This design comes from an exercise in tuning for small area, a short achievable clock period and few clock cycles per item on the open sky130 flow, not from production work. In this exercise RTL edits were held to simulation tests only and were not proved equivalent to the original.

== old ==
// sm4Core
module sm4Core (
  input  wire logic                             clk,
  input  wire logic                             rst_n,
  input  wire logic                             start,
  input  wire logic                             decrypt,
  input  wire logic [sm4CorePkg::BLOCK_W-1:0]   key,
  input  wire logic [sm4CorePkg::BLOCK_W-1:0]   textIn,
  output logic [sm4CorePkg::BLOCK_W-1:0]        textOut,
  output logic                                  done
);
Size in the first run: ~460 flip-flops, roughly 390 I/O pins.
clock: 11.0 ns
lec_check: 0
cap_margin: 20
core_margin: 2
core_utilization: 60
setup_slack_margin: 5
slew_margin: 20
tns_end_percent: 0
standard.sh (not shown) runs the stock make flow with config.mk's settings and CLKGATE_MAP_FILE= SYNTH_SCRIPT=/design/flow/synth_recipe.tcl, a recipe that flattens the netlist after the stock synthesis.
==> flow/flow/run.sh <==
#!/bin/bash
# Own layout flow: the standard flow (standard.sh) with two changes.
#  - Synthesis is the standard one except for the ABC script that maps the
#    logic between the registers: flow/abc.script (ORFS's area script, a
#    delay-driven map with area recovery) instead of the speed script.
#    The flip-flops are mapped before ABC runs and ABC does not touch them,
#    so registers, their names and cells are the standard synthesis's.
#  - flow/knobs.txt adds ORFS variables to the make calls: the port buffers
#    are buf_1 cells (every port still gets one), and the timing repair
#    aims at a larger setup margin. The clock and constraints are the standard flow's.
# Each tool's full output goes to a log file of its own in this folder
# (synth.log, layout.log, and ORFS's own logs under orfs/logs).
set -euo pipefail
here=$(pwd)
fdir=$here/flow

# synthesis script: synth_recipe.tcl with ORFS's synth.tcl swapped for a copy
# whose abc call uses flow/abc.script.
sed "s#^  log_cmd abc {\*}\$abc_args#  set abc_args [lreplace \$abc_args 1 1 $fdir/abc.script]\n  log_cmd abc {*}\$abc_args#" \
  "$FLOW_HOME/scripts/synth.tcl" > "$here/own_synth.tcl"
grep -q "abc.script" "$here/own_synth.tcl"
sed "s#\$::env(SCRIPTS_DIR)/synth.tcl#$here/own_synth.tcl#" "$here/synth_recipe.tcl" > "$here/own_synth_recipe.tcl"
grep -q "own_synth.tcl" "$here/own_synth_recipe.tcl"

knobs=()
if [[ -f $fdir/knobs.txt ]]; then
  while IFS= read -r line; do
    [[ -n "$line" && "$line" != \#* ]] && knobs+=("$line")
  done < "$fdir/knobs.txt"
fi

bash standard.sh "SYNTH_SCRIPT=$here/own_synth_recipe.tcl" "${knobs[@]}" synth > "$here/synth.log" 2>&1
bash standard.sh "SYNTH_SCRIPT=$here/own_synth_recipe.tcl" "${knobs[@]}" finish > "$here/layout.log" 2>&1
test -f "$here/out/final.def"
==> flow/flow/abc.script <==
strash
dch
map -B 0.9
topo
stime -c
buffer -c
upsize -c
dnsize -c
==> flow/flow/knobs.txt <==
BUFFER_PORTS_ARGS=-buffer_cell sky130_fd_sc_hd__buf_1
SETUP_SLACK_MARGIN=6.5
Testbench counts of old, summed over its fixed seeds: cycles 56,002, blocks 1,600.
> inputs changed (old -> new)
--- a/flow/flow/knobs.txt
+++ b/flow/flow/knobs.txt
@@ -2 +2 @@
-SETUP_SLACK_MARGIN=6.5
+SETUP_SLACK_MARGIN=5.25
--- outcome ---
A cell with the largest stage delay on the worst path of sky130_fd_sc_hd__dfxtp_4 is what old shows, while sky130_fd_sc_hd__dfxtp_1 belongs to new. Cmp new and old / sequential portion of the cell area / higher: new. new ended up with fewer standard cells than old. Summary of new over old: timing-limited maximum frequency saw a decrease, final standard cell utilization of the core went down, count of instances resized after the clock tree is built went down by 539, detailed-router iteration count before antenna repair has decreased. The non-clock buffer count in new is 0.64 times that in old. The higher final period utilization came out of new. new reports a lower met1 routing resource usage after global routing than old does.


Another version of the RTL of sm4Core (not shown whole).
Size: ~390 I/O pins, ~38,000 um2 of cells after synthesis.
Settings: LEC_CHECK=0, CAP_MARGIN=0, CORE_MARGIN=2, CORE_UTILIZATION=60, SETUP_SLACK_MARGIN=5, SLEW_MARGIN=0, TNS_END_PERCENT=0; clock period 11.0 ns.
==> flow/flow/run.sh <==
#!/bin/bash
# Own layout flow: the standard flow (standard.sh), with
#  - synthesis as standard.sh does it, except for the ABC mapping script
#    (flow/abc.script) used for the logic between the registers;
#  - the ORFS knobs in flow/knobs.txt added to the layout's make call.
# Registers, their names and cells are the standard synthesis's: the
# flip-flops are mapped before ABC runs and ABC does not touch them.
# Each tool's full output goes to a log file of its own in this folder.
set -euo pipefail
here=$(pwd)
fdir=$here/flow

# synthesis script: synth_recipe.tcl with ORFS's synth.tcl swapped for a copy
# whose abc call uses flow/abc.script.
sed "s#^  log_cmd abc {\*}\$abc_args#  set abc_args [lreplace \$abc_args 1 1 $fdir/abc.script]\n  log_cmd abc {*}\$abc_args#" \
  "$FLOW_HOME/scripts/synth.tcl" > "$here/own_synth.tcl"
grep -q "abc.script" "$here/own_synth.tcl"
sed "s#\$::env(SCRIPTS_DIR)/synth.tcl#$here/own_synth.tcl#" "$here/synth_recipe.tcl" > "$here/own_synth_recipe.tcl"
grep -q "own_synth.tcl" "$here/own_synth_recipe.tcl"

knobs=()
if [[ -f $fdir/knobs.txt ]]; then
  while IFS= read -r line; do
    [[ -n "$line" && "$line" != \#* ]] && knobs+=("$line")
  done < "$fdir/knobs.txt"
fi

bash standard.sh "SYNTH_SCRIPT=$here/own_synth_recipe.tcl" synth > "$here/synth.log" 2>&1
bash standard.sh "SYNTH_SCRIPT=$here/own_synth_recipe.tcl" "${knobs[@]}" finish > "$here/layout.log" 2>&1
test -f "$here/out/final.def"
==> flow/flow/abc.script <==
&get -n
&st
&dch
&nf
&st
&syn2
&if -g -K 6
&synch2
&nf
&st
&syn2
&if -g -K 6
&synch2
&nf
&st
&syn2
&if -g -K 6
&synch2
&nf
&st
&syn2
&if -g -K 6
&synch2
&nf
&st
&syn2
&if -g -K 6
&synch2
&nf
&put
buffer -c
topo
stime -c
upsize -c
dnsize -c
==> flow/flow/knobs.txt <==
BUFFER_PORTS_ARGS=-buffer_cell sky130_fd_sc_hd__buf_1
Testbench counts at the start, summed over its fixed seeds: cycles 55,796, blocks 1,600.
Change:
==> flow/run.sh (new file) <==
#!/bin/bash
# synth_recipe.tcl (not shown) runs the flow's synth.tcl, then flattens the netlist and writes it again
# the make line also repeats each setting of config.mk as NAME=value (left out here)
make -C /OpenROAD-flow-scripts/flow DESIGN_CONFIG=/design/flow/config.mk WORK_HOME=/design/flow/orfs CLKGATE_MAP_FILE= SYNTH_SCRIPT=/design/flow/synth_recipe.tcl finish
- CAP_MARGIN: 0 -> 20
- CORE_UTILIZATION: 60 -> 40
- SLEW_MARGIN: 0 -> 20
- TNS_END_PERCENT: 0 -> not set
removed: flow/flow/run.sh
removed: flow/flow/abc.script
removed: flow/flow/knobs.txt
removed: flow/standard.sh
=> The changed run reached the layout checks and failed them: max-capacitance violations, max-slew violations. Flip-flop and latch count stays the same. Global-route usage shrinks by 12 points. Design area is higher by 19%.
Change:
- CORE_UTILIZATION: 40 -> 60
- TNS_END_PERCENT: not set -> 0
What happened: The new run went through all stages and came out clean. Routed wire length shrinks by a little under a tenth. Global-route usage grows by 13 points. Final area shrinks by roughly a tenth. Sequential share of layout area grows by 2.8 points. Final cell count shrinks by roughly a tenth.
Change:
==> flow/flow/run.sh (new file) <==
#!/bin/bash
# Own layout flow: the standard flow (standard.sh), with
#  - synthesis as standard.sh does it, except for the ABC mapping script
#    (flow/abc.script) used for the logic between the registers;
#  - the ORFS knobs in flow/knobs.txt added to the layout's make call.
# Registers, their names and cells are the standard synthesis's: the
# flip-flops are mapped before ABC runs and ABC does not touch them.
# Each tool's full output goes to a log file of its own in this folder.
set -euo pipefail
here=$(pwd)
fdir=$here/flow

# synthesis script: synth_recipe.tcl with ORFS's synth.tcl swapped for a copy
# whose abc call uses flow/abc.script.
sed "s#^  log_cmd abc {\*}\$abc_args#  set abc_args [lreplace \$abc_args 1 1 $fdir/abc.script]\n  log_cmd abc {*}\$abc_args#" \
  "$FLOW_HOME/scripts/synth.tcl" > "$here/own_synth.tcl"
grep -q "abc.script" "$here/own_synth.tcl"
sed "s#\$::env(SCRIPTS_DIR)/synth.tcl#$here/own_synth.tcl#" "$here/synth_recipe.tcl" > "$here/own_synth_recipe.tcl"
grep -q "own_synth.tcl" "$here/own_synth_recipe.tcl"

knobs=()
if [[ -f $fdir/knobs.txt ]]; then
  while IFS= read -r line; do
    [[ -n "$line" && "$line" != \#* ]] && knobs+=("$line")
  done < "$fdir/knobs.txt"
fi

bash standard.sh "SYNTH_SCRIPT=$here/own_synth_recipe.tcl" synth > "$here/synth.log" 2>&1
bash standard.sh "SYNTH_SCRIPT=$here/own_synth_recipe.tcl" "${knobs[@]}" finish > "$here/layout.log" 2>&1
test -f "$here/out/final.def"
==> flow/flow/abc.script (new file) <==
&get -n
&st
&dch
&nf
&st
&syn2
&if -g -K 6
&synch2
&nf
&st
&syn2
&if -g -K 6
&synch2
&nf
&st
&syn2
&if -g -K 6
&synch2
&nf
&st
&syn2
&if -g -K 6
&synch2
&nf
&st
&syn2
&if -g -K 6
&synch2
&nf
&put
buffer -c
topo
stime -c
upsize -c
dnsize -c
==> flow/flow/knobs.txt (new file) <==
BUFFER_PORTS_ARGS=-buffer_cell sky130_fd_sc_hd__buf_1
==> flow/standard.sh (new file) <==
#!/bin/bash
# synth_recipe.tcl (not shown) runs the flow's synth.tcl, then flattens the netlist and writes it again
# the make line also repeats each setting of config.mk as NAME=value (left out here)
make -C /OpenROAD-flow-scripts/flow DESIGN_CONFIG=/design/flow/config.mk WORK_HOME=/design/flow/orfs CLKGATE_MAP_FILE= SYNTH_SCRIPT=/design/flow/synth_recipe.tcl "${@:-finish}"
- PLACE_DENSITY: not set -> 0.65
removed: flow/run.sh
Outcome: Sequential share of layout area came out higher by 1.1 points. Die area is unchanged. Final cell count came out lower slightly. Maximum frequency came out lower slightly. Design area came out lower by a few percent. Routed wire length came out lower by a few percent. Non-clock buffer count came out lower by 12.

port drivers added, routing unchanged:
In the flow no input, the clock included, has a driving cell. The finished layouts below were timed again as built, in two steps. Step 1 (the two cells are an assumption about what drives the block):
set clk [get_ports {clk}]
set_driving_cell -lib_cell sky130_fd_sc_hd__clkbuf_16 $clk
set_driving_cell -lib_cell sky130_fd_sc_hd__buf_2 [delete_from_list [all_inputs] $clk]
Step 2 also shifts input and output timing later by t, the mid clock arrival at the registers, as if the neighbouring blocks saw the same clock. Slacks: ideal ports / drivers / drivers and shift; pairs: ideal ports / drivers.
run | t, ns | setup WS [ns] | slew at the worst register clock pin (ns) | worst slew at a driven data input, ns | pins driven straight from the clock port
old | 0.671 | 6.035 / 6.035 / 5.658 | 0.07 / 0.07 | 0.11 | 1
new | 0.663 | 5.391 / 5.391 / 4.871 | 0.07 / 0.07 | 0.11 | 1
the first run of note 2 | 0.667 | 4.379 / 4.382 / 3.741 | 0.07 / 0.07 | 0.25 | 1
the second run of note 2 | 0.688 | 4.446 / 4.446 / 3.907 | 0.07 / 0.07 | 0.19 | 1
the third run of note 2 | 0.671 | 4.455 / 4.457 / 3.825 | 0.07 / 0.07 | 0.23 | 1
the fourth run of note 2 | 0.671 | 4.374 / 4.390 / 3.732 | 0.07 / 0.07 | 0.26 | 1
The setup slack of the fourth run of note 2, which loses most, moves by +0.016 ns with the drivers and by -0.642 ns with both steps.
